Source: an optimization exercise on an open RTL-to-GDS flow (aim: small area and a short achievable clock period). Production flows keep margins and buffers that such runs may drop. Function was checked by simulation only, so behaviour that the tests miss may differ from the original. Power and IR drop assume default switching activity.

<file path="design/flow/config.mk">
export PLATFORM = sky130hd
export DESIGN_NAME = wavegen_top
export DESIGN_NICKNAME = wavegen_top
export VERILOG_FILES = /design/flow/design.v
export SDC_FILE = /design/flow/constraint.sdc
export NUM_CORES = 4
export LEC_CHECK = 0
export CAP_MARGIN = 20
export CORE_MARGIN = 2
export CORE_UTILIZATION = 40
export SLEW_MARGIN = 20
</file>
<file path="design/flow/constraint.sdc">
create_clock -name core_clock -period 7.0 [get_ports {clk}]
set_input_delay 1.4000 -clock core_clock [delete_from_list [all_inputs] [get_ports {clk}]]
set_output_delay 1.4000 -clock core_clock [all_outputs]
set_load 0.01 [all_outputs]
</file>
<file path="design/flow/design.v">
package wavegen_pkg;
    typedef enum logic [2:0] {
        NOP    = 3'd0,   
        LINE   = 3'd1,   
        INCR   = 3'd2,
        DECR   = 3'd3,
        JUMP   = 3'd4,   
        X_RECT = 3'd5,   
        Y_RECT = 3'd6    
    } opcode_e;
    typedef struct packed {
        opcode_e                op;
        logic [8-1:0] a;
        logic [8-1:0] b;
    } instr_t;
    typedef enum logic [2:0] {
        FETCH,
        P0,
        P1,
        P2,
        P3
    } phase_e;
    typedef enum logic [1:0] {
        HOLD,
        UP,
        DOWN
    } step_e;
endpackage
module program_regs
(
    input  logic                    clk,
    input  logic                    reset,
    input  logic                    wb_cyc,
    input  logic                    wb_stb,
    input  logic                    wb_we,
    input  logic [5-1:0] wb_adr,
    input  logic [32-1:0] wb_dat_w,
    output logic [32-1:0] wb_dat_r,
    output logic                    wb_ack,
    output logic                    x_run,
    output wavegen_pkg::instr_t     x_instr,
    input  logic [3-1:0]    x_fetch_ptr,
    output logic                    y_run,
    output wavegen_pkg::instr_t     y_instr,
    input  logic [3-1:0]    y_fetch_ptr
);
    localparam int     INSTR_W   = 3 + 2 * 8;   
    localparam logic [INSTR_W-1:0] NOP_INSTR = {wavegen_pkg::NOP, {8{1'b0}}, {8{1'b0}}};
    logic                    run;
    logic [INSTR_W-1:0]      x_mem [0:8-1];
    logic [INSTR_W-1:0]      y_mem [0:8-1];
    logic                    accept;
    logic [5-1:0] base;
    logic [3-1:0]    idx;
    logic                    ctrl_hit;
    logic                    x_hit;
    logic                    y_hit;
    wavegen_pkg::instr_t     new_instr;
    logic [32-1:0] rd_data;
    assign accept = wb_cyc && wb_stb && !wb_ack;
    assign base     = {wb_adr[5-1:3], {3{1'b0}}};
    assign idx      = wb_adr[3-1:0];     
    assign ctrl_hit = (wb_adr == 5'd0);
    assign x_hit    = (base == 5'd16);
    assign y_hit    = (base == 5'd24);
    assign new_instr = wb_dat_w[INSTR_W-1:0];
    always_ff @(posedge clk) begin
        if (reset) begin
            run <= 1'b0;
            for (int i = 0; i < 8; i++) begin
                x_mem[i] <= NOP_INSTR;
                y_mem[i] <= NOP_INSTR;
            end
        end else if (accept && wb_we) begin
            if (ctrl_hit) begin
                run <= wb_dat_w[0];
            end
            if (x_hit) begin
                x_mem[idx] <= new_instr;
            end
            if (y_hit) begin
                y_mem[idx] <= new_instr;
            end
        end
    end
    always_comb begin
        rd_data = '0;
        if (ctrl_hit) begin
            rd_data[0] = run;
        end else if (x_hit) begin
            rd_data[INSTR_W-1:0] = x_mem[idx];
        end else if (y_hit) begin
            rd_data[INSTR_W-1:0] = y_mem[idx];
        end
    end
    always_ff @(posedge clk) begin
        if (reset) begin
            wb_ack <= 1'b0;
        end else begin
            wb_ack <= accept;    
        end
    end
    always_ff @(posedge clk) begin
        if (accept) begin
            wb_dat_r <= rd_data;
        end
    end
    assign x_run   = run;
    assign x_instr = x_mem[x_fetch_ptr];
    assign y_run   = run;
    assign y_instr = y_mem[y_fetch_ptr];
endmodule
module wave_sequencer
(
    input  logic                   clk,
    input  logic                   reset,
    input  logic                   prog_run,
    input  wavegen_pkg::instr_t    prog_instr,
    output logic [3-1:0]   prog_fetch_ptr,
    output logic [8-1:0] level
);
    logic [3-1:0]   ptr;
    logic [2:0]             phase;       
    logic [8-1:0] cnt;         
    wavegen_pkg::instr_t    held_instr;  
    wavegen_pkg::instr_t    cur_instr;
    logic [2:0]             cur_ph;
    logic [8-1:0] cur_cnt;
    logic [8-1:0] op_a;
    logic [8-1:0] op_b;
    wavegen_pkg::step_e     step;
    wavegen_pkg::step_e     dir;
    logic [8-1:0] len;         
    logic                   load;        
    logic                   last;        
    logic                   phase_end;
    assign cur_instr = (phase == wavegen_pkg::FETCH) ? prog_instr : held_instr;
    assign cur_ph    = (phase == wavegen_pkg::FETCH) ? wavegen_pkg::P0 : phase;
    assign cur_cnt   = (phase == wavegen_pkg::FETCH) ? '0 : cnt;
    assign op_a = cur_instr.a;
    assign op_b = cur_instr.b;
    always_ff @(posedge clk) begin
        held_instr <= cur_instr;
    end
    assign prog_fetch_ptr = ptr;
    always_comb begin
        step = wavegen_pkg::HOLD;
        len  = '0;
        load = 1'b0;
        last = 1'b1;
        case (cur_instr.op)
            wavegen_pkg::JUMP: begin
                load = 1'b1;
            end
            wavegen_pkg::LINE: begin
                if (cur_ph == wavegen_pkg::P0) begin
                    load = 1'b1;                 
                    last = (op_a == op_b);       
                end else if (op_b > op_a) begin
                    step = wavegen_pkg::UP;
                    len  = op_b - op_a;
                end else begin
                    step = wavegen_pkg::DOWN;
                    len  = op_a - op_b;
                end
            end
            wavegen_pkg::INCR: begin
                step = wavegen_pkg::UP;
                len  = op_a;
            end
            wavegen_pkg::DECR: begin
                step = wavegen_pkg::DOWN;
                len  = op_a;
            end
            wavegen_pkg::X_RECT: begin
                last = (cur_ph == wavegen_pkg::P3);
                case (cur_ph)
                    wavegen_pkg::P0: begin
                        step = wavegen_pkg::UP;
                        len  = op_a;
                    end
                    wavegen_pkg::P2: begin
                        step = wavegen_pkg::DOWN;
                        len  = op_a;
                    end
                    default: len = op_b;     
                endcase
            end
            wavegen_pkg::Y_RECT: begin
                last = (cur_ph == wavegen_pkg::P3);
                case (cur_ph)
                    wavegen_pkg::P1: begin
                        step = wavegen_pkg::UP;
                        len  = op_b;
                    end
                    wavegen_pkg::P3: begin
                        step = wavegen_pkg::DOWN;
                        len  = op_b;
                    end
                    default: len = op_a;
                endcase
            end
            default: ;   
        endcase
    end
    assign dir       = (len == '0) ? wavegen_pkg::HOLD : step;
    assign phase_end = (len == '0) || (cur_cnt == len - 1'b1);
    always_ff @(posedge clk) begin
        if (reset || !prog_run) begin
            ptr   <= '0;
            phase <= wavegen_pkg::FETCH;
            cnt   <= '0;
            level <= '0;
        end else begin
            if (load) begin
                level <= op_a;
            end else begin
                case (dir)
                    wavegen_pkg::UP:      level <= level + 1'b1;     
                    wavegen_pkg::DOWN:    level <= level - 1'b1;
                    default: level <= level;
                endcase
            end
            if (!phase_end) begin
                cnt   <= cur_cnt + 1'b1;
                phase <= cur_ph;
            end else if (last) begin
                cnt   <= '0;
                phase <= wavegen_pkg::FETCH;
                ptr   <= ptr + 1'b1;
            end else begin
                cnt   <= '0;
                phase <= cur_ph + 3'd1;
            end
        end
    end
endmodule
module wavegen_top (
    input  logic                    clk,
    input  logic                    reset,
    input  logic                    wb_cyc,
    input  logic                    wb_stb,
    input  logic                    wb_we,
    input  logic [5-1:0] wb_adr,
    input  logic [32-1:0] wb_dat_w,
    output logic [32-1:0] wb_dat_r,
    output logic                    wb_ack,
    output logic [8-1:0]  dac_x,
    output logic [8-1:0]  dac_y
);
    logic                      x_run, y_run;
    wavegen_pkg::instr_t       x_instr, y_instr;
    logic [3-1:0]      x_fetch_ptr, y_fetch_ptr;
    program_regs prog_regs (
        .clk      (clk),
        .reset    (reset),
        .wb_cyc   (wb_cyc),
        .wb_stb   (wb_stb),
        .wb_we    (wb_we),
        .wb_adr   (wb_adr),
        .wb_dat_w (wb_dat_w),
        .wb_dat_r (wb_dat_r),
        .wb_ack   (wb_ack),
        .x_run       (x_run),
        .x_instr     (x_instr),
        .x_fetch_ptr (x_fetch_ptr),
        .y_run       (y_run),
        .y_instr     (y_instr),
        .y_fetch_ptr (y_fetch_ptr)
    );
    wave_sequencer x_seq (
        .clk   (clk),
        .reset (reset),
        .prog_run       (x_run),
        .prog_instr     (x_instr),
        .prog_fetch_ptr (x_fetch_ptr),
        .level (dac_x)
    );
    wave_sequencer y_seq (
        .clk   (clk),
        .reset (reset),
        .prog_run       (y_run),
        .prog_instr     (y_instr),
        .prog_fetch_ptr (y_fetch_ptr),
        .level (dac_y)
    );
endmodule
</file>
<file path="design/flow/run.sh">
#!/bin/bash
# synth_recipe.tcl (not shown) runs the flow's synth.tcl, then flattens the netlist and writes it again
# the make line also repeats each setting of config.mk as NAME=value (left out here)
make -C /OpenROAD-flow-scripts/flow DESIGN_CONFIG=/design/flow/config.mk WORK_HOME=/design/flow/orfs CLKGATE_MAP_FILE= SYNTH_SCRIPT=/design/flow/synth_recipe.tcl finish
</file>
==> flow_summary_export.csv <==
group,metric,value,unit
setup_path,cp.required,7.50,ns
global_route,grt.total_usage,25.2,%
layout,drive_above_1_share,15.9,%
placement,dp_cells,2964,
setup_path,crit_path_top_delay_cell,"dfxtp_4",
timing,whs,0.487,ns
yosys,syn_area,0.0237,mm²
power_and_ir_drop,power_frac_clock,43.6,%
yosys,post_synth.cell_area_avg,11.0,µm²
setup_path,crit_family,"compound AO/OA/AOI/OAI gates",
yosys,synth-seq-cells,413,
placement,place.gp.congestion,0.901,
clock_network,clk_pin_slew,0.06,ns
layout,diodes,0,
placement,place_area,0.0257,mm²
timing,worst_pin_slew,1.13,ns
global_route,grt_pass1_vias,18200,
drt,drtPass1Iterations,7,
power_and_ir_drop,ir_drop,175,µV
setup_path,crit_type,"flop to flop",
clock_network,cts_buffers,46,
clock_network,cts_root_buffer,"clkbuf_16",
clock_network,cts_tree,"done",
timing,setup_tns,0,ns
placement,io_buffers,64,
power_and_ir_drop,p_per_area,214,mW/mm²
drt,drc_errors,0,
power_and_ir_drop,p_leak,10.2,nW
layout,fin_util,47.0,%
yosys,synth_warnings,2,
power_and_ir_drop,power.internal,4.43,mW
drt,vias_per_cell,6.02,
floorplanning,ioPinCount,91,
global_route,grt_pass1_wl,114000,µm
clock_network,ctsHoldBuffers,0,
floorplanning,die-area,0.0611,mm²
drt,drt-total-wl,77600,µm
worst_hold_path,hold_class,"flop to flop",
placement,dp_hpwl,49700,µm
yosys,syn_inst,2156,
outcome,status,"finished clean",
power_and_ir_drop,power_switching,1.47,mW
timing,final-hold-violation-count,0,
clock_network,htreeDepth,2,
yosys,synth_top_flop_cell,"edfxtp_1",
layout,fin_cells,3069,
floorplanning,core,0.0588,mm²
layout,n_fill_cell,5384,
drt,drt_iter0_drc,1829,
global_route,overflow,0,
timing,max_freq,0.151,GHz
setup_path,critPathArrivalTime,7.14,ns
timing,skew,0.0436,ns
floorplanning,row_count,89,
floorplanning,initial_utilization,40.2,%
power_and_ir_drop,seqPwrFrac,47.0,%
clock_network,clk_path_buf_depth,3,
global_route,antenna_found_initial,2,
layout,fin_area,0.0276,mm²
setup_path,slowest_delay,0.46,ns
job,maxCapViolations,0,
drt,detail-route-antenna-nets,0,
setup_path,endpoint_kind,"flop",
floorplanning,die_y,247,µm
drt,routedWlPerCell,25.3,µm
global_route,grt_start_max_net_pins,47,
yosys,async_reset_ff_share,0,%
yosys,synth_edf_count,323,
yosys,yosysSeqAreaShare,48.6,%
timing,layout_min_cycle_time,6.64,ns
setup_path,crit_buf_inv,5,
drt,routed-via-count,18500,
power_and_ir_drop,combPwrFrac,9.5,%
layout,final_nets,2362,
floorplanning,die_width,247,µm
timing,maxSlewViolCount,0,
timing,max_slew_margin,24.8,%
layout,multiInputGateArea,0.0114,mm²
clock_network,worstSkewPairLatency,0.61,ns
yosys,synth_cell_type_count,82,
setup_path,crit_fanout,11,
clock_network,cts_sinks,413,
timing,fin_crit_sh,94.8,%
layout,syn_to_final_growth,16.7,%
power_and_ir_drop,p_sw_share,24.9,%
layout,seq_area,0.0115,mm²
timing,setup_viol,0,
setup_path,worstSetupStartpointType,"flop",
[registers in the layout, summed over array words and instances (netlist names), named ones only]
name                cells
prog_regs.run           1
y_seq.ptr               3
prog_regs.x_mem       152
y_seq.cnt               8
x_seq.cnt               8
x_seq.level             8
y_seq.phase             3
y_seq.level             8
x_seq.phase             3
prog_regs.y_mem       152
x_seq.ptr               3
x_seq.held_instr       19
prog_regs.wb_dat_r     19
prog_regs.wb_ack        1
y_seq.held_instr       19
[cell type report]
type	instances	area share, %
clock inverters	28	1.14
inverters	69	0.938
clock buffers	58	4.70
flip-flops and latches	413	41.7
well taps	773	3.50
repair buffers	221	6.87
multi-input cells	1507	41.2
[cells in the final DEF (no fill, tap or decap), drive strengths merged, types with 19 or more instances in the layout]
cell / instances
o211a: 19
a211oi: 27
mux2i: 121
inv: 70
and3: 23
clkdlybuf4s50: 63
nor3: 34
o21ai: 35
nor2b: 21
nor2: 87
xor2: 26
mux4: 28
ha: 56
nand2: 67
a22oi: 129
nand4: 36
a31oi: 19
and2: 337
a21oi: 63
buf: 157
edfxtp: 323
or2: 21
a221oi: 35
dfxtp: 90
nand3: 42
clkbuf: 59
xnor2: 24
a22o: 39
[final timing paths]
check / from / endpoint / depth (start not counted) / slack (ns)
worst min register to register: y_seq.held_instr[7] / y_seq.held_instr[7] / 2 / 0.49
worst max-delay path: flop / x_seq.level[7] / 32 / 0.36
worst max register to register: flop / x_seq.level[7] / 32 / 0.36
worst min-delay path: y_seq.held_instr[7] / y_seq.held_instr[7] / 2 / 0.49
[cells by family (layout without fill, tap and decap cells)]
logic type / Yosys count / in the layout / share of synthesized area, %
buffers and inverters: 248 / 376 / 4.59
xor gates and xnor gates: 51 / 51 / 1.95
muxes: 156 / 156 / 8.12
DFF: 413 / 413 / 48.6
and+or+nand+nor: 732 / 732 / 17.6
adders and majority gates: 62 / 62 / 3.47
AOI/OAI and AO/OA: 493 / 493 / 15.7
other: 1 / 13 / 0.0159
[power by group through the flow]
stage	Clock (mW)	Combinational, mW	Sequential [mW]
floorplan	0	0.318	2.81
global placement	0	0.529	2.82
detailed placement	0	0.537	2.82
CTS	2.60	0.540	2.77
global route	2.71	0.594	2.78
finish	2.57	0.558	2.77
[per-stage QoR]
step / worst slack [ns] / total power, mW
final: 0.364 / 5.90
after global routing: -0.0231 / 6.08
after CTS: 0.0321 / 5.92
after detailed placement: 0.0588 / 3.36
after global placement: 0.157 / 3.35
after floorplan: 0.0363 / 3.13
[synth_stat cells (all sizes together), types with 27 or more instances]
master	number	area, µm²
a22o	39	342
a211oi	27	213
nand2	67	251
a221oi	35	307
clkbuf	129	484
ha	56	701
edfxtp	323	9700
inv	69	259
nor3	34	170
o21ai	35	175
nand4	36	225
mux2i	121	1210
dfxtp	90	1800
nor2	87	329
buf	50	343
a22oi	129	968
and2	337	2110
nand3	42	210
mux4	28	631
a21oi	63	315
[metal layers]
| metal | track usage [%] | vias to the layer above | share of wire, % |
|---|---|---|---|
| met5 | 0 | - | 0 |
| met4 | 8.67 | 0 | 2.9 |
| met3 | 5.02 | 147 | 8.6 |
| met2 | 40.4 | 922 | 46 |
| met1 | 33.9 | 9138 | 43 |
| li1 | - | 8265 | - |
[what timing repair did]
item                       4_1_cts  5_1_grt
gates resized for setup          0       44
setup endpoints to repair        0        9
setup buffers                    0       19
[worst register-to-register path, delay by kind of cell, from the launching register on]
family / cells / cell delay, ns
compound gates: 12 / 2.43
xor+xnor: 2 / 0.29
fa+ha+maj: 5 / 1.46
buf+inv: 5 / 0.70
flops: 1 / 0.46
mux: 2 / 0.39
simple gates: 6 / 0.79

[separate check: timing with driven ports]
The results above use ideal ports. As a check the final layout listed here was re-extracted and re-timed, cells and wires unchanged. Step 1 assumes that a clkbuf_16 drives the clock port and a buf_2 every other input. Step 2 adds t to the input delays and takes it off the output delays; t is the mean of the earliest and latest rising clock arrival at the registers after step 1. Input paths then give back, and output paths get back, about the clock's delay inside the block. a / b / c = ideal ports / drivers / drivers and shift; a / b = the first two.
t, ns: 0.649
setup slack, ns: 0.364 / 0.364 / 0.364
worst setup path at the end: register to register
cell pins on the clock port's net: 1
After both steps this run still meets setup and hold. For this run, drivers alone change the setup slack by 0.000 ns; drivers and shift together by 0.000 ns.
